Context: an optimization exercise on an open-source flow, tuned for small area, a short achievable clock period and few clock cycles per item. The choices shown serve that exercise and are no tape-out recipe. Where RTL was checked, it was by simulation tests only, not by an equivalence proof against the original. Power is estimated from default activity; no workload was simulated.

## rect_edge_conditional_median_unit
module rect_edge_conditional_median_unit (
  input  wire logic                              clk,
  input  wire logic                              rst,
  input  wire logic                              push,
  input  wire logic                              mode,
  input  wire logic [recm_pkg::PIX_W-1:0]        pixel_in,
  output logic                                   full,
  output logic                                   empty,
  input  wire logic                              pop,
  output logic [recm_pkg::PIX_W-1:0]             pixel_out,
  output logic                                   frame_last,
  input  wire logic                              cfg_write,
  input  wire logic [recm_pkg::CFG_IDX_W-1:0]    cfg_index,
  input  wire logic [recm_pkg::PIX_W-1:0]        cfg_data
);
For scale: roughly 1400 flip-flops, ~51000 sq um of cells after synthesis.
clock: 4.5 ns
lec_check: 0
cap_margin: 20
core_margin: 2
core_utilization: 40
setup_slack_margin: 2.0
slew_margin: 20
run.sh (not shown) runs the stock make flow with config.mk's settings and CLKGATE_MAP_FILE= SYNTH_SCRIPT=/design/flow/synth_recipe.tcl, a recipe that flattens the netlist after the stock synthesis.
Edit:
--- a/flow/config.mk
+++ b/flow/config.mk
@@ -9,4 +9,5 @@
 export CORE_MARGIN = 2
 export CORE_UTILIZATION = 40
+export CTS_BUF_LIST = sky130_fd_sc_hd__clkbuf_8
 export SETUP_SLACK_MARGIN = 2.0
 export SLEW_MARGIN = 20
Result:
- via count rises slightly
- cell count rises by a few percent
- design area falls slightly
- wire length rises slightly
Function was not checked in any run of this note: the RTL went through the layout flow alone.

---

rect_edge_conditional_median_unit, a different RTL version from the one above (not shown whole).
Size: roughly 2800 cells after synthesis, ~1300 flip-flops, ~36 I/O pins.
Settings: LEC_CHECK=0, CAP_MARGIN=20, CORE_MARGIN=2, CORE_UTILIZATION=40, CTS_BUF_LIST=sky130_fd_sc_hd__clkbuf_16, CTS_CLUSTER_DIAMETER=100, CTS_CLUSTER_SIZE=30, SETUP_SLACK_MARGIN=2.0, SLEW_MARGIN=20, TNS_END_PERCENT=20; clock period 4.5 ns.
Testbench counts at the start, summed over its fixed seeds: cycles 33,316, items 32,768.
Next try:
Settings changed: TNS_END_PERCENT 20 to unset.
Effect: The new run passed the timing, DRC and antenna checks. Setup slack gains 310 ps. Power is higher by 1.0%. Flip-flop and latch count stays the same. First-iteration DRC count is higher by about 22%. Synthesized area does not change. Sequential share of layout area is lower by 0.54 points.

---

Another version of the RTL of rect_edge_conditional_median_unit (not shown whole).
Size: ~2900 cells after synthesis, ~1300 flip-flops, ~36 I/O pins, about 47000 um2 of cells after synthesis.
export LEC_CHECK = 0
export ABC_CLOCK_PERIOD_IN_PS = 2000
export CAP_MARGIN = 20
export CORE_MARGIN = 2
export CORE_UTILIZATION = 40
export SETUP_SLACK_MARGIN = 2.3
export SLEW_MARGIN = 20
create_clock -name core_clock -period 4.5 [get_ports {clk}]
The first run went through all stages and came out clean.
Rerun with:
Settings changed: ABC_CLOCK_PERIOD_IN_PS 2000 to not set.
What happened: The new run produced a clean layout. Clock-buffer cell count does not change. Design area stays the same. Final cell count does not change. Critical path depth is unchanged. Power stays the same. Wire length does not change. Setup slack is unchanged. First-iteration DRC count does not change.
Function was not checked in any run of this note: the RTL went through the layout flow alone.

---

rect_edge_conditional_median_unit, a different RTL version from the one above (not shown whole).
Size: about 2900 cells after synthesis, roughly 1400 flip-flops, about 36 I/O pins, about 0.050 sq mm of cells after synthesis.
export LEC_CHECK = 0
export CAP_MARGIN = 20
export CORE_MARGIN = 2
export CORE_UTILIZATION = 40
export SETUP_SLACK_MARGIN = 2.6
export SLEW_MARGIN = 20
create_clock -name core_clock -period 4.5 [get_ports {clk}]
Edit:
- SETUP_SLACK_MARGIN: 2.6 -> 1.5
Global-route usage falls by 0.75 points.
Power falls by a little under a tenth.
Worst setup slack loses 0.11 ns.
Core utilization falls by 3.1 points.
Synthesized cell count is unchanged.
Sequential power is about the same.
Final cell count falls by a few percent.
Die area is unchanged.
Non-clock buffer count falls by 143.
Function was not checked in any run of this note: the RTL went through the layout flow alone.

---

Setup of run a:
Another version of the RTL of rect_edge_conditional_median_unit (not shown whole).
Size: ~2700 cells after synthesis, ~1300 flip-flops, ~48000 um^2 of cells after synthesis.
Settings: LEC_CHECK=0, CAP_MARGIN=20, CORE_MARGIN=2, CORE_UTILIZATION=40, CTS_BUF_LIST=sky130_fd_sc_hd__clkbuf_16, CTS_CLUSTER_DIAMETER=100, CTS_CLUSTER_SIZE=30, SETUP_SLACK_MARGIN=2.0, SLEW_MARGIN=20; clock period 4.5 ns.
Run a: full flow OK, the timing, DRC and antenna checks passed
Edits applied to the flow inputs when going from run a to run b:
- SYNTH_HIERARCHICAL now 1, previously not set
- SYNTH_MINIMUM_KEEP_SIZE now 0, previously not set
Results
Run b ends up with higher setup slack than run a does. A most heavily used metal layer in global routing of met1 is what run b shows, while met2 belongs to run a. Global routing usage on met1 in run b is 0.21 points higher than in run a. Run b against run a: number of global-route vias before repair went down 137; wire length of the first global-routing pass shows a reduction of about 0.7%.
Function was not checked in any run of this note: the RTL went through the layout flow alone.

[separate check: timing with driven ports]
The flow's constraints put no driver on any port. The routed layouts listed below were extracted and timed again, unchanged, in two steps.
Step 1 sets driving cells, clkbuf_16 on the clock port and buf_2 on the other inputs (assumed; they add their load-dependent delay and slew).
Step 2 moves the port delays by t, midway between the first and last clock arrival at a register: inputs arrive t later, outputs are due t later. That takes back most of the time a late clock gives input paths.
Three values: no drivers, after step 1, after step 2; two values: the first two.
run | shift t [ns] | setup WS [ns] | clock arrival spread, ns | slew at the worst register clock pin (ns) | pins driven straight from the clock port
the first run of note 1 | 0.829 | 2.085 / 2.064 / 1.515 | 0.031 / 0.031 | 0.07 / 0.07 | 1
the second run of note 1 | 0.954 | 2.111 / 2.076 / 1.477 | 0.070 / 0.070 | 0.07 / 0.07 | 1
the first run of note 2 | 0.743 | 1.789 / 1.789 / 1.389 | 0.054 / 0.054 | 0.12 / 0.12 | 1
the second run of note 2 | 0.739 | 2.094 / 2.094 / 1.473 | 0.043 / 0.042 | 0.12 / 0.12 | 1
the first run of note 3 | 0.776 | 0.675 / 0.675 / 0.675 | 0.057 / 0.057 | 0.07 / 0.07 | 1
the second run of note 3 | 0.776 | 0.675 / 0.675 / 0.675 | 0.057 / 0.057 | 0.07 / 0.07 | 1
the first run of note 4 | 0.822 | 1.649 / 1.649 / 1.649 | 0.029 / 0.029 | 0.07 / 0.07 | 1
the second run of note 4 | 0.792 | 1.537 / 1.537 / 1.386 | 0.039 / 0.039 | 0.07 / 0.07 | 1
run a | 0.746 | 2.004 / 2.004 / 1.376 | 0.069 / 0.069 | 0.12 / 0.12 | 1
run b | 0.742 | 2.126 / 2.126 / 1.621 | 0.044 / 0.044 | 0.12 / 0.12 | 1
After both steps setup and hold are still met in every run listed. For the second run of note 1, which loses most, drivers alone change the setup slack by -0.035 ns; drivers and shift together by -0.634 ns.
